What follows belongs to an exercise in optimizing a design on an open flow for small area and a short achievable clock period; a production flow would make more cautious choices. The RTL was checked by simulation tests, not by an equivalence proof against the original design. Power figures rest on the tool's default switching activity, not on a simulated workload. The flow treats the clock pin as an ideal source, which a real chip does not have.

## flow/design.v

```verilog
package bbox_pkg;
    localparam int COORD_W = 24;
    localparam int RADIX = 10;
    localparam int MSAA_SHIFT = RADIX - 3;
    localparam int NUM_VERTS = 3;
    typedef logic signed [COORD_W-1:0] coord_t;
    typedef logic [3:0] msaa_t;
    function automatic logic less17(input logic [16:0] a, input logic [16:0] b);
        logic [16:0] lt, gt;
        lt = ~a & b;
        gt = a & ~b;
        for (int step = 1; step < 17; step = step * 2) begin
            for (int i = 0; i + step < 17; i = i + 2 * step) begin
                lt[i] = lt[i+step] | (~gt[i+step] & lt[i]);
                gt[i] = gt[i+step] | (~lt[i+step] & gt[i]);
            end
        end
        less17 = lt[0];
    endfunction
    function automatic logic less16(input logic [15:0] a, input logic [15:0] b);
        logic [15:0] lt, gt;
        lt = ~a & b;
        gt = a & ~b;
        for (int step = 1; step < 16; step = step * 2) begin
            for (int i = 0; i + step < 16; i = i + 2 * step) begin
                lt[i] = lt[i+step] | (~gt[i+step] & lt[i]);
                gt[i] = gt[i+step] | (~lt[i+step] & gt[i]);
            end
        end
        less16 = lt[0];
    endfunction
endpackage
module bbox_extent (
    input  logic [3*17-1:0]              f,      
    input  logic [bbox_pkg::COORD_W-2:0] lim,    
    output logic [2:0]                   lt,     
    output logic [2:0]                   gt      
);
    logic [16:0] f0, f1, f2;
    assign f0 = f[0*17 +: 17] ^ 17'h10000;
    assign f1 = f[1*17 +: 17] ^ 17'h10000;
    assign f2 = f[2*17 +: 17] ^ 17'h10000;
    assign lt[0] = bbox_pkg::less17(f0, f1);
    assign lt[1] = bbox_pkg::less17(f0, f2);
    assign lt[2] = bbox_pkg::less17(f1, f2);
    always_comb begin
        for (int v = 0; v < 3; v++) begin
            gt[v] = ~f[v*17 + 16] & bbox_pkg::less16(lim[bbox_pkg::COORD_W-2:7], f[v*17 +: 16]);
        end
    end
endmodule
module bbox_snap (
    input  logic [3:0] msaa,
    output logic [2:0] keep     
);
    assign keep = 3'd0 - msaa[2:0];
endmodule
module bbox_clip (
    input  logic [3*17-1:0]              f,         
    input  logic [2:0]                   lt,        
    input  logic [2:0]                   gt,        
    input  logic [bbox_pkg::COORD_W-2:0] lim,       
    output logic [15:0]                  lo,        
    output logic [bbox_pkg::COORD_W-2:0] hi,        
    output logic                         on_screen
);
    logic [2:0]  min_sel, max_sel, neg;
    logic        min_gt, max_gt, min_neg, max_neg;
    logic [15:0] fmin, fmax;
    assign min_sel[0] = lt[0] & lt[1];
    assign min_sel[1] = ~min_sel[0] & lt[2];
    assign min_sel[2] = ~min_sel[0] & ~lt[2];
    assign max_sel[0] = ~lt[0] & ~lt[1];
    assign max_sel[1] = ~max_sel[0] & ~lt[2];
    assign max_sel[2] = ~max_sel[0] & lt[2];
    assign neg = {f[3*17-1], f[2*17-1], f[17-1]};
    assign min_gt  = |(min_sel & gt);
    assign max_gt  = |(max_sel & gt);
    assign min_neg = |(min_sel & neg);
    assign max_neg = |(max_sel & neg);
    always_comb begin
        fmin = '0;
        fmax = '0;
        for (int v = 0; v < 3; v++) begin
            if (min_sel[v]) fmin = fmin | f[v*17 +: 16];
            if (max_sel[v]) fmax = fmax | f[v*17 +: 16];
        end
    end
    assign lo        = min_neg ? 16'b0 : fmin;
    assign hi        = max_gt ? lim : {fmax, 7'b0};
    assign on_screen = ~min_gt & ~max_neg;
endmodule
module bbox_pipe #(
    parameter int DW = 1
) (
    input  logic          clk,
    input  logic          rst_n,
    input  logic          stall,
    input  logic          valid_d,
    input  logic [DW-1:0] data_d,
    output logic          valid_q,
    output logic [DW-1:0] data_q
);
    always_ff @(posedge clk) begin
        if (!rst_n) begin
            valid_q <= 1'b0;
        end else if (!stall) begin
            valid_q <= valid_d;
        end
    end
    always_ff @(posedge clk) begin
        if (!stall) begin
            data_q <= data_d;
        end
    end
endmodule
module bbox_top (
    input  logic          clk,
    input  logic          rst_n,
    input  logic [143:0]  tri_in,
    input  logic          tri_valid,
    input  logic          stall,
    input  logic [47:0]   screen,
    input  logic [3:0]    msaa,
    output logic [143:0]  tri_out,
    output logic [95:0]   box,
    output logic          box_valid
);
    localparam int W = bbox_pkg::COORD_W;
    logic [2:0]   keep_in;
    logic         v0;
    logic [143:0] t0;
    logic [45:0]  s0;
    logic [2:0]   k0;
    bbox_snap u_snap (
        .msaa (msaa),
        .keep (keep_in)
    );
    bbox_pipe #(.DW(144 + 46 + 3)) u_s0 (
        .clk     (clk),
        .rst_n   (rst_n),
        .stall   (stall),
        .valid_d (tri_valid & ~screen[W-1] & ~screen[2*W-1]),
        .data_d  ({tri_in, screen[W +: W-1], screen[0 +: W-1], keep_in}),
        .valid_q (v0),
        .data_q  ({t0, s0, k0})
    );
    logic [5:0] lt_d, gt_d;
    for (genvar a = 0; a < 2; a++) begin : g_cmp
        logic [3*17-1:0] f;
        for (genvar v = 0; v < 3; v++) begin : g_vert
            assign f[v*17 +: 17] = {t0[(v*2+a)*W+10 +: W-10], t0[(v*2+a)*W+7 +: 3] & k0};
        end
        bbox_extent u_extent (
            .f   (f),
            .lim (s0[a*(W-1) +: W-1]),
            .lt  (lt_d[a*3 +: 3]),
            .gt  (gt_d[a*3 +: 3])
        );
    end
    logic         v1;
    logic [143:0] t1;
    logic [45:0]  s1;
    logic [2:0]   k1;
    logic [5:0]   lt1, gt1;
    bbox_pipe #(.DW(144 + 46 + 3 + 12)) u_s1 (
        .clk     (clk),
        .rst_n   (rst_n),
        .stall   (stall),
        .valid_d (v0),
        .data_d  ({t0, s0, k0, lt_d, gt_d}),
        .valid_q (v1),
        .data_q  ({t1, s1, k1, lt1, gt1})
    );
    logic [1:0]  on_screen;
    logic [31:0] lo_d;
    logic [45:0] hi_d;
    for (genvar a = 0; a < 2; a++) begin : g_box
        logic [3*17-1:0] f;
        for (genvar v = 0; v < 3; v++) begin : g_vert
            assign f[v*17 +: 17] = {t1[(v*2+a)*W+10 +: W-10], t1[(v*2+a)*W+7 +: 3] & k1};
        end
        bbox_clip u_clip (
            .f         (f),
            .lt        (lt1[a*3 +: 3]),
            .gt        (gt1[a*3 +: 3]),
            .lim       (s1[a*(W-1) +: W-1]),
            .lo        (lo_d[a*16 +: 16]),
            .hi        (hi_d[a*(W-1) +: W-1]),
            .on_screen (on_screen[a])
        );
    end
    logic         v2;
    logic [143:0] t2;
    logic [31:0]  lo2;
    logic [45:0]  hi2;
    bbox_pipe #(.DW(144 + 32 + 46)) u_s2 (
        .clk     (clk),
        .rst_n   (rst_n),
        .stall   (stall),
        .valid_d (v1 & (&on_screen)),
        .data_d  ({t1, lo_d, hi_d}),
        .valid_q (v2),
        .data_q  ({t2, lo2, hi2})
    );
    assign tri_out   = t2;
    assign box_valid = v2;
    for (genvar a = 0; a < 2; a++) begin : g_out
        assign box[a*W +: W]     = {1'b0, lo2[a*16 +: 16], 7'b0};
        assign box[(2+a)*W +: W] = {1'b0, hi2[a*(W-1) +: W-1]};
    end
endmodule
```

## flow/flow/run.sh

```bash
#!/bin/bash
cp standard.sh standard_sh.txt
export ADDER_MAP_FILE=
export BUFFER_PORTS_ARGS="-buffer_cell sky130_fd_sc_hd__buf_1"
export CTS_ARGS="-sink_clustering_enable -repair_clock_nets -dont_use_dummy_load -buf_list {sky130_fd_sc_hd__clkbuf_4 sky130_fd_sc_hd__clkbuf_8 sky130_fd_sc_hd__clkbuf_16}"
bash standard.sh > standard.log 2>&1
```

## flow/standard.sh

```bash
#!/bin/bash
# synth_recipe.tcl (not shown) runs the flow's synth.tcl, then flattens the netlist and writes it again
# the make line also repeats each setting of config.mk as NAME=value (left out here)
make -C /OpenROAD-flow-scripts/flow DESIGN_CONFIG=/design/flow/config.mk WORK_HOME=/design/flow/orfs CLKGATE_MAP_FILE= SYNTH_SCRIPT=/design/flow/synth_recipe.tcl "${@:-finish}"
```

## flow/config.mk

```make
export PLATFORM = sky130hd
export DESIGN_NAME = bbox_top
export DESIGN_NICKNAME = bbox_top
export VERILOG_FILES = /design/flow/design.v
export SDC_FILE = /design/flow/constraint.sdc
export NUM_CORES = 4
export LEC_CHECK = 0
export CAP_MARGIN = 20
export CORE_MARGIN = 2
export CORE_UTILIZATION = 40
export SLEW_MARGIN = 20
```

## flow/constraint.sdc

```tcl
create_clock -name core_clock -period 7.5 [get_ports {clk}]
set_input_delay 1.5000 -clock core_clock [delete_from_list [all_inputs] [get_ports {clk}]]
set_output_delay 1.5000 -clock core_clock [all_outputs]
set_load 0.01 [all_outputs]
```

==> impl_metrics.ini, run 1 <==
[cells_and_area]
layout-drive-gt1-share_pct = 5.061
mostFrequentLayoutCell = edfxtp_1
final_cell_mix = edfxtp_1, buf_1, nand2_1, nor2_1, a21oi_1
fin_cells = 2822
fin_nets = 2237
area_delta_synth_final_pct = 17.31
final_area_sq_um = 28660

[power]
p_seq_share_pct = 55.0
switching_share_pct = 23.98
p_leak_nw = 9.844
p_switching_mw = 1.917
clockPowerShare_pct = 34.7
combPwrFrac_pct = 10.4
peakVddDrop_mv = 0.1484
internal_power_mw = 6.078
power_density_nw_per_um2 = 278.9
p_total_mw = 7.995

[floorplanning]
die-area_sq_um = 63070
io_pins = 441
fp.dieW_um = 251.1
start_util_pct = 40.48
rows = 90
core-area_sq_um = 60360
dieHeight_um = 251.1

[clock_network]
path_clk_slew_ps = 50
postCtsHoldBufs = 0
cts_tree = built
clockBufferDepth = 3
clkLatencyLatePin_ps = 600
cts-resized-gates = 0
h-tree-depth = 3
clock-sinks = 623
root_buffer = clkbuf_16
post_cts_buffers = 0
cts_buffers = 68

[synthesis]
synth_ff_type = edfxtp_1
syn_area_per_cell_sq_um = 15.51
syn_area_sq_um = 24430
netlist_instances = 1575
yosysSeqAreaShare_pct = 76.45
synth_area_leader_cell = edfxtp_1
synth-seq-cells = 623
synth_cell_types = 62
synth_edf_count = 620
synthArstFlopShare_pct = 0
yosysWarnings = 5
netlist.area_leader.share_pct = 76.20
yosys-top-cells-area = edfxtp_1, mux2i_1, maj3_1, a21oi_1, o21ai_0

[min_path]
hold_path.class = register to register

[timing]
maxSlewViolCount = 0
max-slew-margin-rel_pct = 21.37
skew_ps = 54.89
maxClockFrequency_mhz = 292.0
setup_viol = 0
rsz0062_at_grt = false
tightestPinTransition_ps = 1179
hold_viol_final = 0
hold_ws_ps = 403.5
tns_ps = 0
period_minus_slack_ps = 3425
fin_crit_sh_pct = 45.66

[setup_path]
arrival_ps = 3520
reg2reg_setup_slack_ps = 4910
path_max_fanout = 197
critPathRequiredTime_ps = 7600
cp-end-kind = register
crit_type = input pin to register
crit_path_start_kind = input pin

[routing]
wl_per_cell_um = 20.88
routed_wl_um = 58930
postRouteAntennaNets = 0
drc_errors = 0
route.vias.total = 14700
dr.pass1.iters = 5
viasPerCell = 5.208
drtIter0Drc = 1206

[placed_design]
gp_congestion = 0.8514
numPortBuffers = 421
dpl.cell_count = 2748
post-dp-hpwl_um = 41450
placed_area_sq_um = 26920

[grt]
grt_pass1_vias = 14160
grt_pass1_wl_um = 86510
grt_antenna_before_repair = 13
grtUsageTotal_pct = 18.33
grt_overflow = 0
grt_max_degree = 198

[job]
cap_violations = 0

[status]
status = finished clean
## metrics by stage
stage | util (%) | setup WS (ps)
final | 47.49 | 4075
after global routing | 47.48 | 4038
after CTS | 47.42 | 4268
after detailed placement | 44.60 | 3661
after global placement | 44.60 | 3748
after floorplan | - | -3601
## power by group through the flow
stage                     Sequential (mW)  Combinational (mW)  Clock [mW]
after detailed placement             4.46               0.829           0
after global routing                 4.43               0.918        2.99
final                                4.39               0.828        2.77
after CTS                            4.39               0.833        2.87
after floorplan                      4.48               0.490           0
after global placement               4.45               0.815           0
## metal layers
metal  global-route usage [%]  up-vias  routed length (um)
met5                        0        -                 121
met4                    5.986       18                1626
met3                    4.825      122                3835
met2                    30.40      478               29110
met1                    23.51     7175               24230
li1                         -     6905                   -
## Yosys cell counts (15+ instances only)
master / instances
edfxtp_1: 620
mux2i_1: 70
nand2b_1: 32
nor2b_1: 29
buf_4: 18
a21oi_1: 97
o21ai_0: 86
o221ai_1: 15
a211oi_1: 30
nor2_1: 110
nand2_1: 109
o22ai_1: 27
clkbuf_1: 30
inv_1: 78
maj3_1: 69
## final cells by class
class | count | area, sq um
fillers | 5272 | 31700
flip-flops and latches | 623 | 18680
well taps | 782 | 978.4
diodes | 5 | 12.51
clock buffers | 68 | 1702
multi-input cells | 833 | 5271
repair buffers | 432 | 1720
inverters | 79 | 300.3
## path summary, 6_finish.rpt
path | start | to | cells after the start
hold reg to reg | u_s0.data_q[74] | u_s1.data_q[86] | 0
setup reg to reg | u_s0.data_q[68] | u_s1.data_q[0] | 7
setup / recovery | stall | u_s2.data_q[36] | 3
hold / removal | u_s0.data_q[74] | u_s1.data_q[86] | 0
## critical path, stage by stage
cell        delay, ps
buf_1             270
clkinvlp_4        850
buf_12            560
## cell families after synthesis
kind of cell | count (synthesis) | share of synthesized area [%]
AO/OA/AOI/OAI | 347 | 8.967
XOR/XNOR | 2 | 0.07171
adder cells (fa/ha/maj) | 77 | 3.196
buffers and inverters | 136 | 2.422
flip-flops | 623 | 76.45
multiplexers | 70 | 2.868
other | 1 | 0.01535
AND/OR/NAND/NOR | 319 | 6.012
## flip-flops by register name, indices dropped and copies added, names as in the netlist
name and cells:
u_s0.valid_q 1, u_s2.data_q 222, u_s1.valid_q 1, u_s0.data_q 193, u_s2.valid_q 1, u_s1.data_q 205
==> run 2, diff against run 1 <==
--- a/flow/config.mk
+++ b/flow/config.mk
@@ -8,4 +8,5 @@
 export CAP_MARGIN = 20
 export CORE_MARGIN = 2
 export CORE_UTILIZATION = 40
+export SETUP_SLACK_MARGIN = 4.8
 export SLEW_MARGIN = 20
==> impl_metrics.ini, run 2 <==
[clock_network]
h-tree-depth = 3
cts_buffers = 68
clockBufferDepth = 3
cts_tree = built
clock-sinks = 623
path_clk_slew_ps = 60
root_buffer = clkbuf_16
postCtsHoldBufs = 0
clkLatencyLatePin_ps = 600

[timing]
tns_ps = 0
rsz0062_at_grt = true
skew_ps = 55.39
maxClockFrequency_mhz = 344.2
setup_viol = 0
hold_viol_final = 0
maxSlewViolCount = 0
period_minus_slack_ps = 2905
tightestPinTransition_ps = 1261
fin_crit_sh_pct = 38.74
max-slew-margin-rel_pct = 15.91

[setup_path]
cp_slowest_cell = buf_1
cp-end-kind = register
cpPeakStageDelay_ps = 380
ff2ff_path_depth = 7
crit_type = input pin to register
path_cells = buf_1 > clkinvlp_4 > buf_4 > buf_16
reg2reg_from = u_s0.data_q[68]
crit_path_start_kind = input pin
path_delay_family = buffers and inverters
startpoint = stall
crit_buf_inv = 4
arrival_ps = 2930
critPathRequiredTime_ps = 7520
path_max_fanout = 194
cp.depth = 4

[cells_and_area]
final_cell_mix = edfxtp_1, buf_1, nand2_1, nor2_1, a21oi_1
multi_input_area_sq_um = 5271
fin_nets = 2243
top_regs = u_s2.data_q (222), u_s1.data_q (205), u_s0.data_q (193)
fill_cells = 5252
area_delta_synth_final_pct = 17.77
fin_cells = 2828
mostFrequentLayoutCell = edfxtp_1
regArea_sq_um = 18680
final_core_util_pct = 47.67
final_area_sq_um = 28770
largest_reg_flops = 222
layout-drive-gt1-share_pct = 6.614
largest_register = u_s2.data_q

[floorplanning]
die-area_sq_um = 63070
rows = 90
fp.dieW_um = 251.1
io_pins = 441
dieHeight_um = 251.1
start_util_pct = 40.48
core-area_sq_um = 60360

[power]
p_leak_nw = 9.953
power_density_nw_per_um2 = 278.2
p_total_mw = 8.005
peakVddDrop_mv = 0.1483

[grt]
grt_antenna_before_repair = 13
grt_overflow = 0
grt_max_degree = 198
grt_pass1_vias = 14170
grt_pass1_wl_um = 86710
grtUsageTotal_pct = 18.38

[routing]
viasPerCell = 5.212
drc_errors = 0
postRouteAntennaNets = 0
drtIter0Drc = 1163
route.vias.total = 14740
wl_per_cell_um = 20.88
routed_wl_um = 59060
dr.pass1.iters = 6

[synthesis]
synth_cell_types = 62
yosys-top-cells-count = edfxtp_1, nor2_1, nand2_1, a21oi_1, o21ai_0
yosysWarnings = 5
syn_area_per_cell_sq_um = 15.51
syn_area_sq_um = 24430
synth_edf_count = 620
synthArstFlopShare_pct = 0
synth-seq-cells = 623
synth_ff_type = edfxtp_1
yosys.cell_count.top_type = edfxtp_1
yosysSeqAreaShare_pct = 76.45
netlist_instances = 1575
yosys-top-cells-area = edfxtp_1, mux2i_1, maj3_1, a21oi_1, o21ai_0
netlist.area_leader.share_pct = 76.20
synth_area_leader_cell = edfxtp_1

[min_path]
hold_depth = 0
hold_path.class = register to register
hold_start = u_s1.data_q[134]

[placed_design]
dpl.cell_count = 2748
gp_congestion = 0.8514
placed_area_sq_um = 26920
post-dp-hpwl_um = 41450
numPortBuffers = 421

[status]
status = finished clean

[job]
cap_violations = 0
## run 2: cell counts after synthesis
No cell type changed its count.
## run 2: final timing paths
check | slack [ps] | to
worst max-delay path | 4590 | u_s0.data_q[145]
worst min-delay path | 400 | u_s2.data_q[151]
worst max register to register | 4930 | u_s1.data_q[0]
worst min register to register | 400 | u_s2.data_q[151]
## run 2: area by class of cell
type                    count  area share, %
multi-input cells         833          18.32
flip-flops and latches    623          64.92
repair buffers            436          6.327
clock buffers              68          5.914
repair inverters            2        0.03479
inverters                  79          1.044
diodes                      5        0.04349
well taps                 782          3.401
## run 2: logic make-up (layout without fill, tap and decap cells)
| family | after synthesis | in the layout | synth area share [%] |
|---|---|---|---|
| XOR/XNOR | 2 | 2 | 0.07171 |
| other | 1 | 23 | 0.01535 |
| adder cells (fa/ha/maj) | 77 | 77 | 3.196 |
| AO/OA/AOI/OAI | 347 | 347 | 8.967 |
| AND/OR/NAND/NOR | 319 | 319 | 6.012 |
| flip-flops | 623 | 623 | 76.45 |
| buffers and inverters | 136 | 585 | 2.422 |
| multiplexers | 70 | 70 | 2.868 |
## run 2: repair_timing
item                       in CTS  in global routing
cloned                          2                  0
setup endpoints to repair     609                468
setup buffers                   2                  2
resized for setup              24                 11
## run 2: power breakdown
part           leakage [nW]  internal [mW]  switching, mW
logic                  3.00          0.312          0.527
registers              6.12           4.19          0.206
clock network         0.838           1.59           1.18
total                  9.95           6.09           1.92
## run 2: worst reg2reg max path, cell delays in order, from the launching register on
cell	delay [ps]
edfxtp_1	520
nand2b_1	210
maj3_1	360
o221ai_1	210
nor2_1	100
o31a_1	130
a2111oi_0	620
a211oi_1	100
## run 2: through the flow
stage	setup slack (ps)	hold WS, ps
after floorplan	-3601	400.3
after global placement	3748	400.8
after detailed placement	3661	404.5
after CTS	4768	404.8
after global routing	4665	406.7
final	4595	403.3
## run 2: routing by layer
layer	global-route usage, %	wire [um]	vias to the layer above
met2	30.47	29210	470
met3	4.825	3798	122
met5	0	121	-
met4	5.918	1551	18
li1	-	-	6918
met1	23.61	24380	7211
==> run 3, diff against run 2 <==
==> flow/flow/run.sh (replaced) <==
#!/bin/bash
cp standard.sh standard_sh.txt
export ADDER_MAP_FILE=
export BUFFER_PORTS_ARGS="-buffer_cell sky130_fd_sc_hd__buf_1"
export CTS_ARGS="-sink_clustering_enable -repair_clock_nets -dont_use_dummy_load -buf_list {sky130_fd_sc_hd__clkbuf_4 sky130_fd_sc_hd__clkbuf_8 sky130_fd_sc_hd__clkbuf_16} ${CTS_EXTRA:-}"
export PRE_RESIZE_TCL=$PWD/flow/pre_resize.tcl
bash standard.sh > standard.log 2>&1
==> flow/flow/pre_resize.tcl (new file) <==
# Limit fanout so repair_design builds buffer trees for wide nets (stall)
set_max_fanout 20 [current_design]
--- a/flow/config.mk
+++ b/flow/config.mk
@@ -8,5 +8,5 @@
 export CAP_MARGIN = 20
 export CORE_MARGIN = 2
 export CORE_UTILIZATION = 40
-export SETUP_SLACK_MARGIN = 4.8
+export SETUP_SLACK_MARGIN = 5.0
 export SLEW_MARGIN = 20
==> impl_metrics.ini, run 3 <==
[synthesis]
synth_cell_types = 62
yosys-top-cells-count = edfxtp_1, nor2_1, nand2_1, a21oi_1, o21ai_0
netlist_instances = 1575
synthArstFlopShare_pct = 0
syn_area_sq_um = 24430
synth_edf_count = 620
yosys-top-cells-area = edfxtp_1, mux2i_1, maj3_1, a21oi_1, o21ai_0
synth_ff_type = edfxtp_1
yosysWarnings = 5
synth_area_leader_cell = edfxtp_1
synth-seq-cells = 623
yosysSeqAreaShare_pct = 76.45
syn_area_per_cell_sq_um = 15.51
yosys.cell_count.top_type = edfxtp_1
netlist.area_leader.share_pct = 76.20

[placed_design]
numPortBuffers = 421
gp_congestion = 0.8514
dpl.cell_count = 2801
placed_area_sq_um = 27440
post-dp-hpwl_um = 45250

[power]
p_leak_nw = 10.88
peakVddDrop_mv = 0.1324
power_density_nw_per_um2 = 271.6

[timing]
hold_viol_final = 0
max-slew-margin-rel_pct = 43.28
period_minus_slack_ps = 2706
tightestPinTransition_ps = 849.5
skew_ps = 49.99
maxSlewViolCount = 0
fin_crit_sh_pct = 36.08
maxClockFrequency_mhz = 369.6
hold_ws_ps = 408.1
setup_viol = 0
rsz0062_at_grt = true

[status]
status = finished clean

[floorplanning]
fp.dieW_um = 251.1
start_util_pct = 40.48
dieHeight_um = 251.1
die-area_sq_um = 63070
rows = 90
io_pins = 441
core-area_sq_um = 60360

[setup_path]
cp-end-kind = primary output
cpPeakStageDelay_ps = 460
arrival_ps = 1210
path_delay_family = flip-flops
cp_slowest_cell = edfxtp_1
crit_path_start_kind = register
critPathRequiredTime_ps = 6000
crit_type = register to primary output
path_max_fanout = 1
crit_buf_inv = 1
path_cells = buf_1

[grt]
grtUsageTotal_pct = 19.21
grt_max_degree = 21
grt_antenna_before_repair = 16
grt_pass1_vias = 14900
grt_overflow = 0
grt_pass1_wl_um = 90280

[cells_and_area]
final_area_sq_um = 29780
layout-drive-gt1-share_pct = 18.10
final_core_util_pct = 49.34
mostFrequentLayoutCell = edfxtp_1
final_cell_mix = edfxtp_1, buf_1, clkbuf_2, nand2_1, nor2_1
fin_cells = 2895
fin_nets = 2307
area_delta_synth_final_pct = 21.90
largest_reg_flops = 222
top_regs = u_s2.data_q (222), u_s1.data_q (205), u_s0.data_q (193)
largest_register = u_s2.data_q

[job]
cap_violations = 0

[routing]
postRouteAntennaNets = 0
route.vias.total = 15120
drc_errors = 0
routed_wl_um = 61900
viasPerCell = 5.223
wl_per_cell_um = 21.38
drtIter0Drc = 1309
dr.pass1.iters = 5

[clock_network]
clock-sinks = 623
cts_tree = built
cts_buffers = 68
path_clk_slew_ps = 50
root_buffer = clkbuf_16
clockBufferDepth = 3
h-tree-depth = 3
clkLatencyLatePin_ps = 600
postCtsHoldBufs = 0

[min_path]
hold_path.class = register to register
run 3: cell counts after synthesis:
Identical to the previous run, type by type.
run 3: worst paths after layout:
check	startpoint	endpoint	slack [ps]	cells after the start
max	u_s2.data_q[111]	tri_out[33]	4790	1
min	u_s1.data_q[134]	u_s2.data_q[151]	410	0
max reg2reg	u_s0.data_q[2]	u_s1.data_q[2]	5120	7
min reg2reg	u_s1.data_q[134]	u_s2.data_q[151]	410	0
run 3: layout make-up:
type                    instances  area, sq um
diodes                          8        20.02
clock buffers                  68         1702
fillers                      5178        30580
inverters                      79        300.3
multi-input cells             833         5290
flip-flops and latches        623        18680
well taps                     782        978.4
repair buffers                502         2813
run 3: report_power, final:
part	switching, mW	internal (mW)	leakage [nW]
clock	1.18	1.59	0.838
sequential	0.207	4.18	6.12
combinational	0.555	0.380	3.93
total	1.94	6.15	10.9
run 3: cell families after synthesis:
group,count (synthesis),share of synthesized area [%]
compound gates,347,8.967
flops,623,76.45
simple gates,319,6.012
mux,70,2.868
xor+xnor,2,0.07171
buf+inv,136,2.422
fa+ha+maj,77,3.196
other cells,1,0.01535
run 3: per-stage QoR:
stage	setup TNS (ps)	setup WS (ps)	power [mW]
3_3_place_gp	0	3748	5.268
5_1_grt	0	4776	8.420
6_report	0	4794	8.089
4_1_cts	0	4767	8.162
3_5_place_dp	0	725.4	5.345
2_1_floorplan	-2235800	-3601	4.973
run 3: per-layer routing:
layer	GRT usage, %	vias up	share of wire, %
met5	0	-	0.17
li1	-	7059	-
met3	5.063	117	6.8
met2	32.15	522	50
met1	24.28	7407	41
met4	6.480	16	2.9
run 3: what timing repair did:
action,4_1_cts,5_1_grt
buffers inserted,7,11
gates resized for setup,395,163
pin swaps,0,1
setup endpoints to repair,902,355
==> run 4, diff against run 3 <==
==> flow/flow/run.sh (replaced) <==
#!/bin/bash
cp standard.sh standard_sh.txt
export ADDER_MAP_FILE=
export BUFFER_PORTS_ARGS="-buffer_cell sky130_fd_sc_hd__buf_1"
export CTS_EXTRA="-sink_clustering_size 30 -sink_clustering_max_diameter 100"
export CTS_ARGS="-sink_clustering_enable -repair_clock_nets -dont_use_dummy_load -buf_list {sky130_fd_sc_hd__clkbuf_4 sky130_fd_sc_hd__clkbuf_8 sky130_fd_sc_hd__clkbuf_16} ${CTS_EXTRA:-}"
export PRE_RESIZE_TCL=$PWD/flow/pre_resize.tcl
bash standard.sh > standard.log 2>&1
--- a/flow/config.mk
+++ b/flow/config.mk
@@ -8,5 +8,5 @@
 export CAP_MARGIN = 20
 export CORE_MARGIN = 2
 export CORE_UTILIZATION = 40
-export SETUP_SLACK_MARGIN = 5.0
+export SETUP_SLACK_MARGIN = 4.7
 export SLEW_MARGIN = 20
==> impl_metrics.ini, run 4 <==
[timing]
hold_viol_final = 0
fin_crit_sh_pct = 36.76
period_minus_slack_ps = 2757
setup_ws_ps = 4743
hold_ws_ps = 375.5
setup_viol = 0
skew_ps = 89.80
max-slew-margin-rel_pct = 23.13
maxClockFrequency_mhz = 362.7
rsz0062_at_grt = false
maxSlewViolCount = 0
tightestPinTransition_ps = 1153

[setup_path]
critPathRequiredTime_ps = 7710
path_max_fanout = 20
cp-end-kind = register
crit_path_start_kind = input pin
arrival_ps = 2960
reg2reg_setup_slack_ps = 4870
crit_type = input pin to register

[power]
peakVddDrop_mv = 0.1653
p_total_mw = 6.870
p_leak_nw = 9.613
power_density_nw_per_um2 = 244.7

[cells_and_area]
final_area_sq_um = 28070
largest_reg_flops = 222
largest_register = u_s2.data_q
area_delta_synth_final_pct = 14.90
final_core_util_pct = 46.51
final_cell_mix = edfxtp_1, buf_1, nand2_1, nor2_1, a21oi_1
regArea_sq_um = 18680
fin_nets = 2248
mostFrequentLayoutCell = edfxtp_1
top_regs = u_s2.data_q (222), u_s1.data_q (205), u_s0.data_q (193)
layout-drive-gt1-share_pct = 5.621
fill_cells = 5341
multi_input_area_sq_um = 5271

[clock_network]
clkLatencyLatePin_ps = 620
cts_buffers = 27
postCtsHoldBufs = 0
cts_tree = built
clock-sinks = 623
path_clk_slew_ps = 110
root_buffer = clkbuf_16
clockBufferDepth = 3
h-tree-depth = 1

[synthesis]
synth_cell_types = 62
yosys-top-cells-count = edfxtp_1, nor2_1, nand2_1, a21oi_1, o21ai_0
synth-seq-cells = 623
netlist.area_leader.share_pct = 76.20
yosys.cell_count.top_type = edfxtp_1
syn_area_per_cell_sq_um = 15.51
synthArstFlopShare_pct = 0
synth_edf_count = 620
yosysWarnings = 5
yosys-top-cells-area = edfxtp_1, mux2i_1, maj3_1, a21oi_1, o21ai_0
synth_area_leader_cell = edfxtp_1
syn_area_sq_um = 24430
synth_ff_type = edfxtp_1
netlist_instances = 1575
yosysSeqAreaShare_pct = 76.45

[routing]
route.vias.total = 14800
wl_per_cell_um = 21.35
drtIter0Drc = 1268
drc_errors = 0
viasPerCell = 5.222
dr.pass1.iters = 7
postRouteAntennaNets = 0
routed_wl_um = 60540

[grt]
grt_pass1_vias = 14530
grt_antenna_before_repair = 15
grt_max_degree = 31
grtUsageTotal_pct = 18.59
grt_pass1_wl_um = 88610
grt_overflow = 0

[min_path]
hold_path.class = register to register

[placed_design]
place_ws_ps = 725.4
numPortBuffers = 421
post-dp-hpwl_um = 45250
gp_congestion = 0.8514
placed_area_sq_um = 27440

[floorplanning]
dieHeight_um = 251.1
start_util_pct = 40.48
die-area_sq_um = 63070
core-area_sq_um = 60360
fp.dieW_um = 251.1
rows = 90
io_pins = 441

[job]
cap_violations = 0

[status]
status = finished clean
[run 4: cell counts after synthesis]
No cell type changed its count.
[run 4: where the power goes]
part / total [mW] / internal, mW / switching [mW] / leakage (nW)
clock network: 1.62 / 0.645 / 0.977 / 0.333
registers: 4.38 / 4.17 / 0.208 / 6.12
logic: 0.868 / 0.324 / 0.544 / 3.16
[run 4: final cells by class]
| class | count | area share [%] |
|---|---|---|
| flip-flops and latches | 623 | 66.53 |
| well taps | 782 | 3.485 |
| inverters | 79 | 1.070 |
| diodes | 7 | 0.06240 |
| clock buffers | 27 | 2.407 |
| multi-input cells | 833 | 18.78 |
| repair buffers | 484 | 7.666 |
[run 4: path summary, 6_finish.rpt]
kind | start | to | cells past startpoint
setup reg to reg | u_s1.data_q[8] | u_s2.data_q[52] | 6
hold / removal | u_s1.data_q[64] | u_s2.data_q[81] | 0
setup / recovery | stall | u_s2.data_q[96] | 5
hold reg to reg | u_s1.data_q[64] | u_s2.data_q[81] | 0
[run 4: critical path: stages]
cell and delay (ps):
buf_1 160, clkinvlp_4 190, buf_8 240, buf_12 150
dlygate4sd2_1 700
[run 4: cells by family (layout without fill, tap and decap cells)]
logic type               count (synthesis)  count (layout)  synth area share (%)
XOR/XNOR                                 2               2               0.07171
adder cells (fa/ha/maj)                 77              77                 3.196
buffers and inverters                  136             590                 2.422
AND/OR/NAND/NOR                        319             319                 6.012
flip-flops                             623             623                 76.45
other                                    1              25               0.01535
AO/OA/AOI/OAI                          347             347                 8.967
multiplexers                            70              70                 2.868
[run 4: per-layer routing]
layer / wire (um) / vias up / global-route usage, % / part of all wire (%)
met4: 1591 / 16 / 5.306 / 2.6
met1: 24980 / 7291 / 24.44 / 41
met3: 3938 / 89 / 3.334 / 6.5
li1: - / 6915 / - / -
met5: 107 / - / 0 / 0.18
met2: 29930 / 493 / 31.68 / 49
[run 4: timing repair]
item | CTS | global route
buffers inserted | 0 | 0
setup endpoints to repair | 678 | 286
gates resized for setup | 233 | 18
[run 4: stage by stage]
stage               setup TNS, ps  instances
floorplan                -2235800       1592
global placement                0       2748
detailed placement              0       2801
CTS                             0       2828
global route                    0       2832
finish                          0       2835
==> run 5, diff against run 4 <==
--- a/flow/config.mk
+++ b/flow/config.mk
@@ -5,8 +5,9 @@
 export SDC_FILE = /design/flow/constraint.sdc
 export NUM_CORES = 4
 export LEC_CHECK = 0
+export ABC_AREA = 1
 export CAP_MARGIN = 20
 export CORE_MARGIN = 2
 export CORE_UTILIZATION = 40
-export SETUP_SLACK_MARGIN = 4.7
+export SETUP_SLACK_MARGIN = 5.0
 export SLEW_MARGIN = 20
==> impl_metrics.ini, run 5 <==
[synthesis]
netlist_instances = 2052
synthArstFlopShare_pct = 0
synth_cell_types = 36
synth-seq-cells = 623
synth_edf_count = 620
yosysSeqAreaShare_pct = 75.02
netlist.area_leader.share_pct = 74.78
yosys-top-cells-count = edfxtp_1, nand2_1, nor2_1, inv_1, a21oi_1
yosys-top-cells-area = edfxtp_1, nand2_1, nor2_1, inv_1, a21oi_1
yosys.cell_count.top_type = edfxtp_1
yosysWarnings = 5
synth_ff_type = edfxtp_1
syn_area_sq_um = 24900
syn_area_per_cell_sq_um = 12.13
synth_area_leader_cell = edfxtp_1

[timing]
maxSlewViolCount = 0
setup_ws_ps = 4747
maxClockFrequency_mhz = 363.2
hold_viol_final = 0
setup_viol = 0
period_minus_slack_ps = 2753
tightestPinTransition_ps = 860.5
fin_crit_sh_pct = 36.71
max-slew-margin-rel_pct = 42.57
rsz0062_at_grt = true
skew_ps = 56.39
hold_ws_ps = 393.7

[placed_design]
numPortBuffers = 421
gp_congestion = 0.8469
post-dp-hpwl_um = 47730
place_ws_ps = -1688

[routing]
route.vias.total = 16720
postRouteAntennaNets = 0
routed_wl_um = 64990
wl_per_cell_um = 19.18
drc_errors = 0
dr.pass1.iters = 6
drtIter0Drc = 1402
viasPerCell = 4.936

[job]
cap_violations = 0

[clock_network]
path_clk_slew_ps = 100
clkLatencyLatePin_ps = 620
root_buffer = clkbuf_16
h-tree-depth = 1
cts_buffers = 27
clock-sinks = 623
cts_tree = built
clockBufferDepth = 3

[floorplanning]
die-area_sq_um = 64250
rows = 91
start_util_pct = 40.42
io_pins = 441
dieHeight_um = 253.5
fp.dieW_um = 253.5
core-area_sq_um = 61600

[setup_path]
cp_slowest_cell = edfxtp_1
crit_buf_inv = 1
critPathRequiredTime_ps = 6000
arrival_ps = 1250
crit_path_start_kind = register
path_cells = clkbuf_2
path_max_fanout = 1
path_delay_family = flip-flops
cp-end-kind = primary output
crit_type = register to primary output
cpPeakStageDelay_ps = 490

[grt]
grtUsageTotal_pct = 19.49
grt_antenna_before_repair = 2
grt_overflow = 0
grt_pass1_wl_um = 94490
grt_pass1_vias = 16080
grt_max_degree = 31

[cells_and_area]
fill_cells = 5574
num_antenna_cells = 0
top_regs = u_s2.data_q (222), u_s1.data_q (205), u_s0.data_q (193)
fin_nets = 2753
largest_register = u_s2.data_q
final_core_util_pct = 47.77
layout-drive-gt1-share_pct = 13.41
mostFrequentLayoutCell = edfxtp_1
largest_reg_flops = 222
area_delta_synth_final_pct = 18.20
final_cell_mix = edfxtp_1, nand2_1, nor2_1, buf_1, inv_1

[power]
peakVddDrop_mv = 0.1759
power_density_nw_per_um2 = 240.4
p_leak_nw = 12.02

[status]
status = finished clean

[min_path]
hold_path.class = register to register
## run 5: worst register-to-register path: stages (launching register included)
cell	delay, ps
edfxtp_1	440
nand2_2	450
nand2_2	490
nor2_1	240
nor2_2	110
inv_2	260
nor2_1	90
## run 5: worst paths after layout
kind | start | depth (start not counted) | slack [ps] | endpoint
worst max-delay path | u_s2.data_q[173] | 1 | 4750 | tri_out[95]
worst min-delay path | u_s0.data_q[103] | 0 | 390 | u_s1.data_q[115]
worst max register to register | u_s1.data_q[6] | 6 | 5190 | u_s2.data_q[51]
worst min register to register | u_s0.data_q[103] | 0 | 390 | u_s1.data_q[115]
## run 5: final cells by class
class / instances / area (sq um) / share of cell area, %
inverter: 214 / 813.3 / 2.764
sequential: 623 / 18680 / 63.48
multi-input combinational: 1188 / 5255 / 17.86
clock buffer: 27 / 675.6 / 2.296
tap: 837 / 1047 / 3.559
timing repair buffer: 499 / 2957 / 10.05
## run 5: what timing repair did
item / in CTS / in global routing
buffers inserted: 16 / 6
pin swaps: 1 / 1
gates cloned: 2 / 6
endpoints found under the setup margin: 914 / 498
resized for setup: 336 / 214
hold buffers: 0 / 0
## run 5: cells by family after synthesis
group           synth area share [%]
simple gates                   14.65
flops                          75.02
other cells                  0.01506
buf+inv                        4.277
xor+xnor                     0.07037
compound gates                 5.960
## run 5: through the flow
stage,cell area [sq um],std cells,setup TNS (ps),total power [mW]
after global placement,27400,3289,0,5.369
after CTS,28950,3376,0,7.098
after global routing,29430,3388,0,7.379
final,29430,3388,0,7.073
after detailed placement,27820,3331,-95000,5.427
after floorplan,24960,2069,-2259020,5.038
## run 5: metal layers
layer	share of wire (%)	vias to the layer above	global-route usage (%)
met5	0.034	-	0
met4	2.9	4	5.511
met3	6.8	91	3.616
met2	46	564	31.37
met1	44	8068	27.13
li1	-	7997	-
## run 5: power by group
group	total (mW)	internal [mW]	switching, mW
logic	1.06	0.367	0.694
registers	4.36	4.18	0.188
clock network	1.65	0.644	1.00
total	7.07	5.19	1.89
==> run 6, diff against run 5 <==
--- a/flow/config.mk
+++ b/flow/config.mk
@@ -5,9 +5,8 @@
 export SDC_FILE = /design/flow/constraint.sdc
 export NUM_CORES = 4
 export LEC_CHECK = 0
-export ABC_AREA = 1
 export CAP_MARGIN = 20
 export CORE_MARGIN = 2
-export CORE_UTILIZATION = 40
+export CORE_UTILIZATION = 60
 export SETUP_SLACK_MARGIN = 5.0
 export SLEW_MARGIN = 20
==> impl_metrics.ini, run 6 <==
[synthesis]
synth-compound-area-share_pct = 8.967
synth_top_family_by_area = compound AO/OA/AOI/OAI gates
synth_simple_gate_area_share_pct = 6.012
yosys.cell_count.top_type = edfxtp_1
synth_edf_count = 620
synth_area_leader_cell = edfxtp_1
synthArstFlopShare_pct = 0
synth-seq-cells = 623
syn_area_sq_um = 24430
synth-xor-area-share_pct = 0.07170
synth-adder-area-share_pct = 3.196
synth_cell_types = 62
yosys-top-cells-area = edfxtp_1, mux2i_1, maj3_1, a21oi_1, o21ai_0
synthMuxAreaShare_pct = 2.868
netlist_instances = 1575
netlist.area_leader.share_pct = 76.20
yosysSeqAreaShare_pct = 76.45
yosys-top-cells-count = edfxtp_1, nor2_1, nand2_1, a21oi_1, o21ai_0
synth_ff_type = edfxtp_1
syn_area_per_cell_sq_um = 15.51
yosysWarnings = 5

[timing]
fin_crit_sh_pct = 36.24
tns_ps = 0
rsz0062_at_grt = true
hold_ws_ps = 423.8
maxClockFrequency_mhz = 367.9
skew_ps = 32.96
setup_ws_ps = 4782
max-slew-margin-rel_pct = 35.15
period_minus_slack_ps = 2718
maxSlewViolCount = 0
tightestPinTransition_ps = 971.1
setup_viol = 0
hold_viol_final = 0

[cells_and_area]
layout-drive-gt1-share_pct = 17.08
mostFrequentLayoutCell = edfxtp_1
top_regs = u_s2.data_q (222), u_s1.data_q (205), u_s0.data_q (193)
num_antenna_cells = 0
fin_cells = 2603
fill_cells = 2696
regArea_sq_um = 18680
largest_reg_flops = 222
area_delta_synth_final_pct = 16.24
final_cell_mix = edfxtp_1, buf_1, clkbuf_2, nand2_1, nor2_1
multi_input_area_sq_um = 5326
final_area_sq_um = 28400
largest_register = u_s2.data_q
final_core_util_pct = 70.99
fin_nets = 2280

[setup_path]
reg2reg_from = u_s0.data_q[45]
cpPeakStageDelay_ps = 470
ff2ff_path_depth = 8
cp.depth = 1
arrival_ps = 1220
reg2reg_setup_slack_ps = 5080
startpoint = u_s2.data_q[158]
crit_path_start_kind = register
regToRegEndpoint = u_s1.data_q[3]
path_cells = clkbuf_2
path_delay_family = flip-flops
critPathRequiredTime_ps = 6000
cp_slowest_cell = edfxtp_1
crit_type = register to primary output
cp-end-kind = primary output
crit_buf_inv = 1
worstSetupEndpoint = tri_out[80]
path_max_fanout = 1

[placed_design]
place_ws_ps = -245.0
gp_congestion = 0.8968
numPortBuffers = 421
post-dp-hpwl_um = 42270
dpl.cell_count = 2539
placed_area_sq_um = 27070

[floorplanning]
rows = 73
die-area_sq_um = 42350
fp.dieW_um = 205.8
core-area_sq_um = 40010
dieHeight_um = 205.8
start_util_pct = 61.07
io_pins = 441

[routing]
routed_wl_um = 58360
viasPerCell = 5.768
drc_errors = 0
postRouteAntennaNets = 0
route.vias.total = 15020
wl_per_cell_um = 22.42
drtIter0Drc = 1536
dr.pass1.iters = 6

[grt]
grt-busiest-layer = met2
met3_usage_pct = 3.579
grt.met1_usage_pct = 40.08
grtUsageTotal_pct = 26.97
grt_overflow = 0
grt_pass1_wl_um = 84810
grt_pass1_vias = 14030
grt_antenna_before_repair = 1
grt_max_degree = 31
use_met2_pct = 43.19

[clock_network]
cts_tree = built
postCtsHoldBufs = 0
cts_buffers = 24
h-tree-depth = 1
clkLatencyLatePin_ps = 580
path_clk_slew_ps = 120
root_buffer = clkbuf_16
clock-sinks = 623
clockBufferDepth = 3

[status]
status = finished clean

[job]
cap_violations = 0

[min_path]
hold_path.class = register to register

[power]
peakVddDrop_mv = 0.2188
power_density_nw_per_um2 = 240.8
p_total_mw = 6.838
p_leak_nw = 10.41
-- run 6: power by group --
| part | switching [mW] | internal (mW) | total [mW] |
|---|---|---|---|
| logic | 0.558 | 0.378 | 0.936 |
| registers | 0.211 | 4.17 | 4.38 |
| clock network | 0.940 | 0.579 | 1.52 |
| total | 1.71 | 5.13 | 6.84 |
-- run 6: worst min-delay path by stage --
stage	from	endpoint	slack [ps]	cells after the start
finish	u_s1.data_q[182]	u_s2.data_q[199]	420	0
global route	u_s1.data_q[182]	u_s2.data_q[199]	430	0
CTS	u_s1.data_q[182]	u_s2.data_q[199]	430	0
detailed placement	u_s0.data_q[102]	u_s1.data_q[114]	400	0
global placement	u_s0.data_q[146]	u_s1.data_q[158]	400	0
floorplan	u_s0.data_q[97]	u_s1.data_q[109]	400	0
-- run 6: layout make-up --
type | count | share of cell area, %
sequential | 623 | 65.77
multi-input combinational | 833 | 18.75
timing repair buffer | 519 | 9.988
tap | 525 | 2.313
clock buffer | 24 | 2.115
inverter | 79 | 1.057
-- run 6: cell families after synthesis --
group	Yosys count
buf+inv	136
simple gates	319
flops	623
xor+xnor	2
mux	70
fa+ha+maj	77
compound gates	347
other cells	1
-- run 6: layer usage --
metal / part of all wire, % / wire length (um) / vias up
met5: 0 / 0 / -
met4: 1.8 / 1062 / 0
met3: 8.0 / 4674 / 68
met2: 48 / 27780 / 642
met1: 43 / 24840 / 7339
li1: - / - / 6966
-- run 6: repair_timing --
action | 4_1_cts | 5_1_grt
cloned | 1 | 0
buffers inserted | 12 | 27
setup endpoints to repair | 891 | 594
gates resized for setup | 285 | 204
pin swaps | 0 | 7
==> run 7, diff against run 6 <==
==> flow/flow/pre_resize.tcl (replaced) <==
# Limit fanout so repair_design builds buffer trees for wide nets (stall)
set_max_fanout 20 [current_design]
# Keep the output port buffers at their minimum size
set_dont_touch [get_cells output*]
==> impl_metrics.ini, run 7 <==
[clock_network]
cts_tree = built
clockBufferDepth = 3
postCtsHoldBufs = 0
clock-sinks = 623
clkLatencyLatePin_ps = 580
root_buffer = clkbuf_16
cts_buffers = 24
path_clk_slew_ps = 110
h-tree-depth = 1

[synthesis]
yosys-top-cells-count = edfxtp_1, nor2_1, nand2_1, a21oi_1, o21ai_0
netlist_instances = 1575
yosysWarnings = 5
synthArstFlopShare_pct = 0
synth_cell_types = 62
yosys.cell_count.top_type = edfxtp_1
yosys-top-cells-area = edfxtp_1, mux2i_1, maj3_1, a21oi_1, o21ai_0
syn_area_per_cell_sq_um = 15.51
netlist.area_leader.share_pct = 76.20
synth_ff_type = edfxtp_1
synth_edf_count = 620
syn_area_sq_um = 24430
synth-seq-cells = 623
yosysSeqAreaShare_pct = 76.45
synth_area_leader_cell = edfxtp_1

[placed_design]
numPortBuffers = 421
post-dp-hpwl_um = 42270
placed_area_sq_um = 27070
place_ws_ps = -245.0
gp_congestion = 0.8968

[setup_path]
cpPeakStageDelay_ps = 480
reg2reg_setup_slack_ps = 5080
crit_path_start_kind = register
critPathRequiredTime_ps = 6000
cp_slowest_cell = edfxtp_1
cp.depth = 1
crit_buf_inv = 1
path_cells = buf_1
arrival_ps = 1220
crit_type = register to primary output
cp-end-kind = primary output
path_max_fanout = 1
ff2ff_path_depth = 8
path_delay_family = flip-flops

[cells_and_area]
final_area_sq_um = 28080
largest_register = u_s2.data_q
fin_nets = 2280
layout-drive-gt1-share_pct = 7.459
final_core_util_pct = 70.19
num_antenna_cells = 0
final_cell_mix = edfxtp_1, buf_1, nand2_1, nor2_1, a21oi_1
mostFrequentLayoutCell = edfxtp_1
top_regs = u_s2.data_q (222), u_s1.data_q (205), u_s0.data_q (193)
area_delta_synth_final_pct = 14.93
largest_reg_flops = 222

[grt]
grt.met1_usage_pct = 40.08
use_met2_pct = 43.16
met3_usage_pct = 3.548
grt_pass1_vias = 14010
grt_antenna_before_repair = 1
grt_pass1_wl_um = 84730
grtUsageTotal_pct = 26.96
grt_overflow = 0
grt_max_degree = 31
grt-busiest-layer = met2

[timing]
hold_ws_ps = 423.7
period_minus_slack_ps = 2717
setup_ws_ps = 4783
maxClockFrequency_mhz = 368.1
tightestPinTransition_ps = 941.6
hold_viol_final = 0
max-slew-margin-rel_pct = 37.12
rsz0062_at_grt = true
fin_crit_sh_pct = 36.22
maxSlewViolCount = 0
skew_ps = 29.73
setup_viol = 0
tns_ps = 0

[power]
power_density_nw_per_um2 = 242.4
internal_power_mw = 5.099
p_leak_nw = 9.794
switching_share_pct = 25.07
p_switching_mw = 1.706
peakVddDrop_mv = 0.2187
p_seq_share_pct = 64.4
clockPowerShare_pct = 22.3
combPwrFrac_pct = 13.3

[floorplanning]
io_pins = 441
core-area_sq_um = 40010
fp.dieW_um = 205.8
rows = 73
start_util_pct = 61.07
die-area_sq_um = 42350
dieHeight_um = 205.8

[min_path]
hold_path.class = register to register
hold_depth = 0

[routing]
drc_errors = 0
dr.pass1.iters = 6
postRouteAntennaNets = 0
route.vias.total = 15090
routed_wl_um = 58130
drtIter0Drc = 1584
wl_per_cell_um = 22.33
viasPerCell = 5.797

[job]
cap_violations = 0

[status]
status = finished clean
run 7: changes by cell type in the layout (fill, tap and decap cells not counted), sizes merged:
cell | before | now
buf | 360 | 504
clkbuf | 172 | 28
run 7: repair_timing:
action,4_1_cts,5_1_grt
pin swaps,0,7
setup endpoints to repair,891,594
gates resized for setup,222,44
cloned,1,0
buffers inserted,12,27
run 7: final cells by class:
type                            count  area, sq um
Timing Repair Buffer              519         2517
Multi-Input combinational cell    833         5326
Tap cell                          525        656.9
Fill cell                        2711        11930
Sequential cell                   623        18680
Clock buffer                       24        600.6
Inverter                           79        300.3
run 7: cells by family (layout without fill, tap and decap cells):
kind of cell    count (synthesis)  in the layout  synth area share (%)
simple gates                  319            319                 6.012
fa+ha+maj                      77             77                 3.196
compound gates                347            347                 8.967
buf+inv                       136            622                 2.422
xor+xnor                        2              2               0.07171
mux                            70             70                 2.868
flops                         623            623                 76.45
other cells                     1             18               0.01535
run 7: layer usage:
layer / part of all wire, % / up-vias
met5: 0 / -
met4: 1.9 / 0
met3: 8.1 / 64
met2: 47 / 678
met1: 43 / 7381
li1: - / 6967
run 7: power by group through the flow:
stage | registers, mW | logic [mW] | clock network [mW]
2_1_floorplan | 4.48 | 0.490 | 0
3_3_place_gp | 4.45 | 0.806 | 0
3_5_place_dp | 4.47 | 0.862 | 0
4_1_cts | 4.38 | 0.880 | 1.55
5_1_grt | 4.41 | 0.993 | 1.65
6_report | 4.38 | 0.905 | 1.52
run 7: path summary, 6_finish.rpt:
check,from,end
max,u_s2.data_q[206],tri_out[128]
min,u_s1.data_q[182],u_s2.data_q[199]
max reg2reg,u_s0.data_q[45],u_s1.data_q[3]
min reg2reg,u_s1.data_q[182],u_s2.data_q[199]
run 7: through the flow:
stage | cells | power [mW]
6_report | 2603 | 6.805
5_1_grt | 2603 | 7.054
4_1_cts | 2576 | 6.815
3_5_place_dp | 2539 | 5.330
3_3_place_gp | 2493 | 5.261
2_1_floorplan | 1592 | 4.973
==> run 8, diff against run 7 <==
==> flow/flow/pre_resize.tcl (replaced) <==
# Limit fanout so repair_design builds buffer trees for wide nets (stall)
set_max_fanout 60 [current_design]
# Keep the output port buffers at their minimum size
set_dont_touch [get_cells output*]
==> impl_metrics.ini, run 8 <==
[synthesis]
synth_cell_types = 62
yosysSeqAreaShare_pct = 76.45
synthArstFlopShare_pct = 0
syn_area_per_cell_sq_um = 15.51
synth-seq-cells = 623
synth_edf_count = 620
yosysWarnings = 5
synth_ff_type = edfxtp_1
syn_area_sq_um = 24430
yosys-top-cells-count = edfxtp_1, nor2_1, nand2_1, a21oi_1, o21ai_0
synth_area_leader_cell = edfxtp_1
yosys.cell_count.top_type = edfxtp_1
netlist_instances = 1575
yosys-top-cells-area = edfxtp_1, mux2i_1, maj3_1, a21oi_1, o21ai_0
netlist.area_leader.share_pct = 76.20

[clock_network]
cts_tree = built
clkLatencyLatePin_ps = 590
clockBufferDepth = 3
path_clk_slew_ps = 110
h-tree-depth = 1
cts_buffers = 24
clock-sinks = 623
root_buffer = clkbuf_16
postCtsHoldBufs = 0

[placed_design]
dpl.cell_count = 2504
numPortBuffers = 421
gp_congestion = 0.8968
post-dp-hpwl_um = 40030

[routing]
drc_errors = 0
route.vias.total = 15130
drtIter0Drc = 1529
dr.pass1.iters = 6
postRouteAntennaNets = 0
routed_wl_um = 58990
viasPerCell = 5.919
wl_per_cell_um = 23.07

[timing]
hold_viol_final = 0
fin_crit_sh_pct = 36.54
max-slew-margin-rel_pct = 27.97
rsz0062_at_grt = true
setup_viol = 0
hold_ws_ps = 421.1
maxClockFrequency_mhz = 364.9
skew_ps = 35.20
period_minus_slack_ps = 2740
maxSlewViolCount = 0
tightestPinTransition_ps = 1076

[power]
p_switching_mw = 1.725
p_leak_nw = 9.677
power_density_nw_per_um2 = 243.8
p_seq_share_pct = 64.3
p_total_mw = 6.820
clockPowerShare_pct = 22.5
peakVddDrop_mv = 0.2091
switching_share_pct = 25.30
combPwrFrac_pct = 13.2
internal_power_mw = 5.095

[setup_path]
cp-end-kind = primary output
path_delay_family = flip-flops
reg2reg_setup_slack_ps = 5100
regToRegEndpoint = u_s1.data_q[0]
worstSetupEndpoint = tri_out[32]
cp_slowest_cell = edfxtp_1
cpPeakStageDelay_ps = 480
path_max_fanout = 1
startpoint = u_s2.data_q[110]
arrival_ps = 1240
critPathRequiredTime_ps = 6000
crit_buf_inv = 1
path_cells = buf_1
crit_type = register to primary output
cp.depth = 1
reg2reg_from = u_s0.data_q[14]
crit_path_start_kind = register
ff2ff_path_depth = 7

[min_path]
hold_start = u_s0.data_q[103]
hold_path.class = register to register

[cells_and_area]
num_antenna_cells = 0
final_cell_mix = edfxtp_1, buf_1, nand2_1, nor2_1, a21oi_1
largest_reg_flops = 222
largest_register = u_s2.data_q
fin_nets = 2234
top_regs = u_s2.data_q (222), u_s1.data_q (205), u_s0.data_q (193)
mostFrequentLayoutCell = edfxtp_1
fin_cells = 2557
area_delta_synth_final_pct = 14.49
final_core_util_pct = 69.92
layout-drive-gt1-share_pct = 5.315

[status]
status = finished clean

[grt]
grt_pass1_wl_um = 84400
grt_max_degree = 61
grt_pass1_vias = 14010
grt_antenna_before_repair = 2
grtUsageTotal_pct = 27.05
grt_overflow = 0

[floorplanning]
fp.dieW_um = 205.8
start_util_pct = 61.07
die-area_sq_um = 42350
dieHeight_um = 205.8
core-area_sq_um = 40010
rows = 73
io_pins = 441

[job]
cap_violations = 0
[run 8: cell counts after synthesis]
No cell type changed its count.
[run 8: cell type report]
class	count	area, sq um
flip-flops and latches	623	18680
fillers	2706	12030
multi-input cells	835	5319
repair buffers	471	2416
well taps	525	656.9
clock buffers	24	600.6
inverters	79	300.3
[run 8: how the worst min path moves through the flow]
stage,endpoint,slack [ps],depth (start not counted)
final,u_s1.data_q[115],420,0
after global routing,u_s1.data_q[115],420,0
after CTS,u_s1.data_q[115],420,0
after detailed placement,u_s1.data_q[114],400,0
after global placement,u_s1.data_q[158],400,0
after floorplan,u_s1.data_q[109],400,0
[run 8: power groups by stage]
| stage | registers [mW] | clock network (mW) | logic (mW) |
|---|---|---|---|
| finish | 4.39 | 1.53 | 0.900 |
| global route | 4.42 | 1.66 | 0.985 |
| CTS | 4.39 | 1.56 | 0.877 |
| detailed placement | 4.46 | 0 | 0.833 |
| global placement | 4.45 | 0 | 0.806 |
| floorplan | 4.48 | 0 | 0.490 |
[run 8: timing repair]
action,CTS,global route
cloned,8,4
setup buffers,6,11
endpoints found under the setup margin,796,515
resized for setup,46,11
pin swaps,2,0
hold endpoints to repair,0,0
[run 8: stage by stage]
| step | instance area, sq um | setup TNS, ps | setup WS (ps) |
|---|---|---|---|
| final | 27970 | 0 | 4760 |
| after global routing | 27970 | 0 | 4726 |
| after CTS | 27740 | 0 | 4736 |
| after detailed placement | 26710 | 0 | 2690 |
| after global placement | 26610 | 0 | 3736 |
| after floorplan | 24500 | -2235800 | -3601 |
[run 8: cells by family after synthesis]
| kind of cell | Yosys count | synth area share (%) |
|---|---|---|
| adder cells (fa/ha/maj) | 77 | 3.196 |
| buffers and inverters | 136 | 2.422 |
| multiplexers | 70 | 2.868 |
| AND/OR/NAND/NOR | 319 | 6.012 |
| flip-flops | 623 | 76.45 |
| other | 1 | 0.01535 |
| XOR/XNOR | 2 | 0.07171 |
| AO/OA/AOI/OAI | 347 | 8.967 |
[run 8: layer usage]
layer / wire length [um] / vias to the layer above / share of wire [%] / track usage [%]
met4: 1502 / 4 / 2.5 / 7.372
li1: - / 6891 / - / -
met2: 27600 / 765 / 47 / 42.89
met1: 24330 / 7383 / 41 / 39.85
met5: 27 / - / 0.046 / 0
met3: 5527 / 91 / 9.4 / 3.864
==> run 9, diff against run 8 <==
--- a/flow/config.mk
+++ b/flow/config.mk
@@ -8,5 +8,5 @@
 export CAP_MARGIN = 20
 export CORE_MARGIN = 2
 export CORE_UTILIZATION = 60
-export SETUP_SLACK_MARGIN = 5.0
+export SETUP_SLACK_MARGIN = 4.8
 export SLEW_MARGIN = 20
==> impl_metrics.ini, run 9 <==
[status]
status = finished clean

[grt]
grt_pass1_wl_um = 82100
grt_max_degree = 61
grt_antenna_before_repair = 2
grt_pass1_vias = 13730
grt_overflow = 0
grtUsageTotal_pct = 26.15

[timing]
setup_ws_ps = 4748
hold_ws_ps = 415.8
hold_viol_final = 0
rsz0062_at_grt = true
tns_ps = 0
maxClockFrequency_mhz = 363.3
setup_viol = 0
max-slew-margin-rel_pct = 28.37
maxSlewViolCount = 0
fin_crit_sh_pct = 36.70
tightestPinTransition_ps = 1070
skew_ps = 41.22
period_minus_slack_ps = 2752

[setup_path]
crit_path_start_kind = register
reg2reg_from = u_s0.data_q[1]
cpPeakStageDelay_ps = 480
arrival_ps = 1250
cp-end-kind = primary output
path_max_fanout = 1
cp_slowest_cell = edfxtp_1
path_delay_family = flip-flops
reg2reg_setup_slack_ps = 4930
path_cells = buf_1
crit_type = register to primary output
critPathRequiredTime_ps = 6000
startpoint = u_s2.data_q[158]
regToRegEndpoint = u_s1.data_q[1]
crit_buf_inv = 1
ff2ff_path_depth = 6

[cells_and_area]
layout-drive-gt1-share_pct = 3.932
num_antenna_cells = 0
fin_cells = 2534
mostFrequentLayoutCell = edfxtp_1
largest_register = u_s2.data_q
final_area_sq_um = 27580
area_delta_synth_final_pct = 12.87
fin_nets = 2211
final_core_util_pct = 68.93
largest_reg_flops = 222
final_cell_mix = edfxtp_1, buf_1, nand2_1, nor2_1, a21oi_1
top_regs = u_s2.data_q (222), u_s1.data_q (205), u_s0.data_q (193)

[placed_design]
place_ws_ps = 2690
gp_congestion = 0.8968
placed_area_sq_um = 26710
dpl.cell_count = 2504
post-dp-hpwl_um = 40030
numPortBuffers = 421

[routing]
viasPerCell = 5.839
drtIter0Drc = 1656
route.vias.total = 14800
routed_wl_um = 56470
wl_per_cell_um = 22.29
postRouteAntennaNets = 0
drc_errors = 0
dr.pass1.iters = 5

[synthesis]
yosysWarnings = 5
netlist_instances = 1575
synthArstFlopShare_pct = 0
synth-seq-cells = 623
synth_cell_types = 62
syn_area_per_cell_sq_um = 15.51
synth_ff_type = edfxtp_1
yosys-top-cells-area = edfxtp_1, mux2i_1, maj3_1, a21oi_1, o21ai_0
netlist.area_leader.share_pct = 76.20
synth_edf_count = 620
synth_area_leader_cell = edfxtp_1
yosys.cell_count.top_type = edfxtp_1
yosysSeqAreaShare_pct = 76.45
syn_area_sq_um = 24430
yosys-top-cells-count = edfxtp_1, nor2_1, nand2_1, a21oi_1, o21ai_0

[power]
power_density_nw_per_um2 = 245.4
peakVddDrop_mv = 0.2120
p_leak_nw = 9.482
p_total_mw = 6.767

[floorplanning]
start_util_pct = 61.07
dieHeight_um = 205.8
die-area_sq_um = 42350
io_pins = 441
rows = 73
core-area_sq_um = 40010
fp.dieW_um = 205.8

[clock_network]
clkLatencyLatePin_ps = 600
clockBufferDepth = 3
path_clk_slew_ps = 120
h-tree-depth = 1
root_buffer = clkbuf_16
cts_buffers = 24
postCtsHoldBufs = 0
clock-sinks = 623
cts_tree = built

[min_path]
hold_start = u_s0.data_q[103]
hold_path.class = register to register
min_to = u_s1.data_q[115]
hold_depth = 0

[job]
cap_violations = 0
run 9: cell count changes in the layout (fill, tap and decap cells not counted), moves of 2 or more:
cell       before  now
clkbuf_16      28   25
buf_12          4   11
nor2_1        106  108
buf_4          25   11
buf_16         13    3
nor2_2          3    0
run 9: kinds of logic after synthesis:
group,after synthesis,synth area share (%)
fa+ha+maj,77,3.196
simple gates,319,6.012
mux,70,2.868
other cells,1,0.01535
xor+xnor,2,0.07171
buf+inv,136,2.422
flops,623,76.45
compound gates,347,8.967
run 9: cell type report:
cell class,count,area [sq um]
timing repair buffer,450,2068
fill,2756,12430
tap,525,656.9
clock buffer,24,600.6
sequential,623,18680
inverter,79,300.3
multi-input combinational,833,5274
run 9: layer usage:
layer | wire length [um] | GRT usage [%] | vias to the layer above | part of all wire [%]
met1 | 23950 | 38.99 | 7216 | 42
met4 | 1415 | 6.862 | 4 | 2.5
met3 | 4878 | 3.801 | 92 | 8.6
met5 | 28 | 0 | - | 0.050
met2 | 26200 | 41.05 | 665 | 46
li1 | - | - | 6820 | -
run 9: how the worst max path moves through the flow:
| stage | cells past startpoint | end |
|---|---|---|
| CTS | 1 | tri_out[32] |
| global route | 1 | tri_out[80] |
| detailed placement | 6 | u_s2.data_q[190] |
| finish | 1 | tri_out[80] |
| global placement | 4 | u_s0.data_q[103] |
| floorplan | 1 | u_s0.data_q[0] |
run 9: timing repair:
action	in CTS	in global routing
buffers inserted	3	0
pin swaps	0	0
gates resized for setup	33	6
endpoints found under the setup margin	478	268
gates cloned	2	1
endpoints found under the hold margin	0	0
run 9: where the power goes:
| group | switching, mW | total [mW] | leakage, nW | internal [mW] |
|---|---|---|---|---|
| registers | 0.214 | 4.39 | 6.12 | 4.17 |
| logic | 0.532 | 0.854 | 3.07 | 0.322 |
| clock network | 0.948 | 1.53 | 0.296 | 0.579 |
| total | 1.69 | 6.77 | 9.48 | 5.07 |
==> run 10, diff against run 9 <==
==> flow/flow/pre_resize.tcl (replaced) <==
# Limit fanout so repair_design builds buffer trees for wide nets (stall)
set_max_fanout 20 [current_design]
# Keep the output port buffers at their minimum size
set_dont_touch [get_cells output*]
==> impl_metrics.ini, run 10 <==
[synthesis]
netlist_instances = 1575
synth_cell_types = 62
syn_area_per_cell_sq_um = 15.51
yosys.cell_count.top_type = edfxtp_1
yosys-top-cells-count = edfxtp_1, nor2_1, nand2_1, a21oi_1, o21ai_0
syn_area_sq_um = 24430
yosys-top-cells-area = edfxtp_1, mux2i_1, maj3_1, a21oi_1, o21ai_0
synth-seq-cells = 623
yosysSeqAreaShare_pct = 76.45
netlist.area_leader.share_pct = 76.20
synth_area_leader_cell = edfxtp_1
synth_ff_type = edfxtp_1
yosysWarnings = 5
synthArstFlopShare_pct = 0
synth_edf_count = 620

[grt]
grt_pass1_vias = 13920
grt_antenna_before_repair = 1
grt_max_degree = 31
grt_overflow = 0
grtUsageTotal_pct = 26.79
grt_pass1_wl_um = 84190

[floorplanning]
dieHeight_um = 205.8
start_util_pct = 61.07
die-area_sq_um = 42350
io_pins = 441
rows = 73
core-area_sq_um = 40010
fp.dieW_um = 205.8

[clock_network]
clockBufferDepth = 3
cts_tree = built
h-tree-depth = 1
cts_buffers = 24
clock-sinks = 623
root_buffer = clkbuf_16
path_clk_slew_ps = 120
clkLatencyLatePin_ps = 590
postCtsHoldBufs = 0

[routing]
drtIter0Drc = 1692
viasPerCell = 5.794
routed_wl_um = 57760
route.vias.total = 14910
wl_per_cell_um = 22.44
drc_errors = 0
dr.pass1.iters = 6
postRouteAntennaNets = 0

[cells_and_area]
fill_cells = 2739
final_area_sq_um = 27750
fin_nets = 2250
final_cell_mix = edfxtp_1, buf_1, nand2_1, nor2_1, a21oi_1
mostFrequentLayoutCell = edfxtp_1
fin_cells = 2574
largest_reg_flops = 222
top_regs = u_s2.data_q (222), u_s1.data_q (205), u_s0.data_q (193)
layout-drive-gt1-share_pct = 5.469
area_delta_synth_final_pct = 13.58
largest_register = u_s2.data_q

[timing]
max-slew-margin-rel_pct = 33.51
maxClockFrequency_mhz = 366.2
period_minus_slack_ps = 2731
rsz0062_at_grt = true
tightestPinTransition_ps = 994.3
hold_viol_final = 0
fin_crit_sh_pct = 36.41
skew_ps = 33.06
setup_viol = 0
maxSlewViolCount = 0

[job]
cap_violations = 0

[min_path]
hold_depth = 0
hold_path.class = register to register

[power]
peakVddDrop_mv = 0.2175
power_density_nw_per_um2 = 244.2
p_leak_nw = 9.597

[placed_design]
post-dp-hpwl_um = 42270
dpl.cell_count = 2539
gp_congestion = 0.8968
placed_area_sq_um = 27070
numPortBuffers = 421

[setup_path]
cp-end-kind = primary output
path_delay_family = flip-flops
cpPeakStageDelay_ps = 480
path_max_fanout = 1
crit_type = register to primary output
crit_buf_inv = 1
critPathRequiredTime_ps = 6000
cp.depth = 1
crit_path_start_kind = register
cp_slowest_cell = edfxtp_1
arrival_ps = 1230
ff2ff_path_depth = 7
path_cells = buf_1

[status]
status = finished clean
[run 10: cell types whose count changed in the layout (fill, tap and decap cells not counted), sizes merged]
cell / delta
clkdlybuf4s18: +1
clkbuf: +5
clkdlybuf4s50: +3
diode: +1
buf: +19
dlygate4sd2: +3
dlymetal6s2s: +1
clkdlybuf4s15: +9
bufbuf: -2
[run 10: power by group]
group	internal, mW	switching (mW)	leakage [nW]
combinational	0.329	0.545	3.18
sequential	4.17	0.213	6.12
clock	0.578	0.941	0.296
[run 10: final timing paths]
kind	startpoint	endpoint	slack [ps]
min	u_s1.data_q[184]	u_s2.data_q[201]	420
max reg2reg	u_s0.data_q[108]	u_s1.data_q[6]	4900
max	u_s2.data_q[158]	tri_out[80]	4770
min reg2reg	u_s1.data_q[184]	u_s2.data_q[201]	420
[run 10: final cells by class]
cell class,instances,area (sq um),area share [%]
Antenna cell,1,2.502,0.009018
Multi-Input combinational cell,833,5279,19.02
Timing Repair Buffer,489,2233,8.048
Sequential cell,623,18680,67.31
Tap cell,525,656.9,2.367
Inverter,79,300.3,1.082
Clock buffer,24,600.6,2.164
[run 10: per-stage QoR]
stage | setup WS (ps) | power, mW | hold slack, ps | TNS, ps | utilization [%]
2_1_floorplan | -3601 | 4.973 | 400.3 | -2235800 | -
5_1_grt | 4750 | 7.025 | 431.3 | 0 | 69.36
4_1_cts | 4710 | 6.802 | 425.2 | 0 | 69.18
6_report | 4769 | 6.778 | 423.6 | 0 | 69.37
3_3_place_gp | 3736 | 5.261 | 400.4 | 0 | 66.53
3_5_place_dp | -245.0 | 5.330 | 404.5 | -4891 | 67.66
[run 10: timing repair]
action	in CTS	in global routing
endpoints found under the setup margin	668	250
gates resized for setup	181	24
buffers inserted	1	9
hold endpoints to repair	0	0
[run 10: metal layers]
metal	GRT usage (%)	vias up	wire [um]	part of all wire, %
li1	-	6905	-	-
met1	39.82	7272	24610	43
met2	42.71	669	27290	47
met3	3.706	68	4732	8.2
met4	6.173	0	1118	1.9
met5	0	-	0	0
[run 10: cells by family (layout without fill, tap and decap cells)]
logic type / Yosys count / in the layout / synth area share, %
xor+xnor: 2 / 2 / 0.07171
buf+inv: 136 / 592 / 2.422
fa+ha+maj: 77 / 77 / 3.196
other cells: 1 / 19 / 0.01535
flops: 623 / 623 / 76.45
compound gates: 347 / 347 / 8.967
simple gates: 319 / 319 / 6.012
mux: 70 / 70 / 2.868

Check on run 10: ideal ports give 4.769 ns setup slack; a clkbuf_16 on the clock port and buf_2 on the inputs give 4.711 ns; moving port delays by the midpoint clock arrival (0.631 ns) as well gives 4.272 ns.
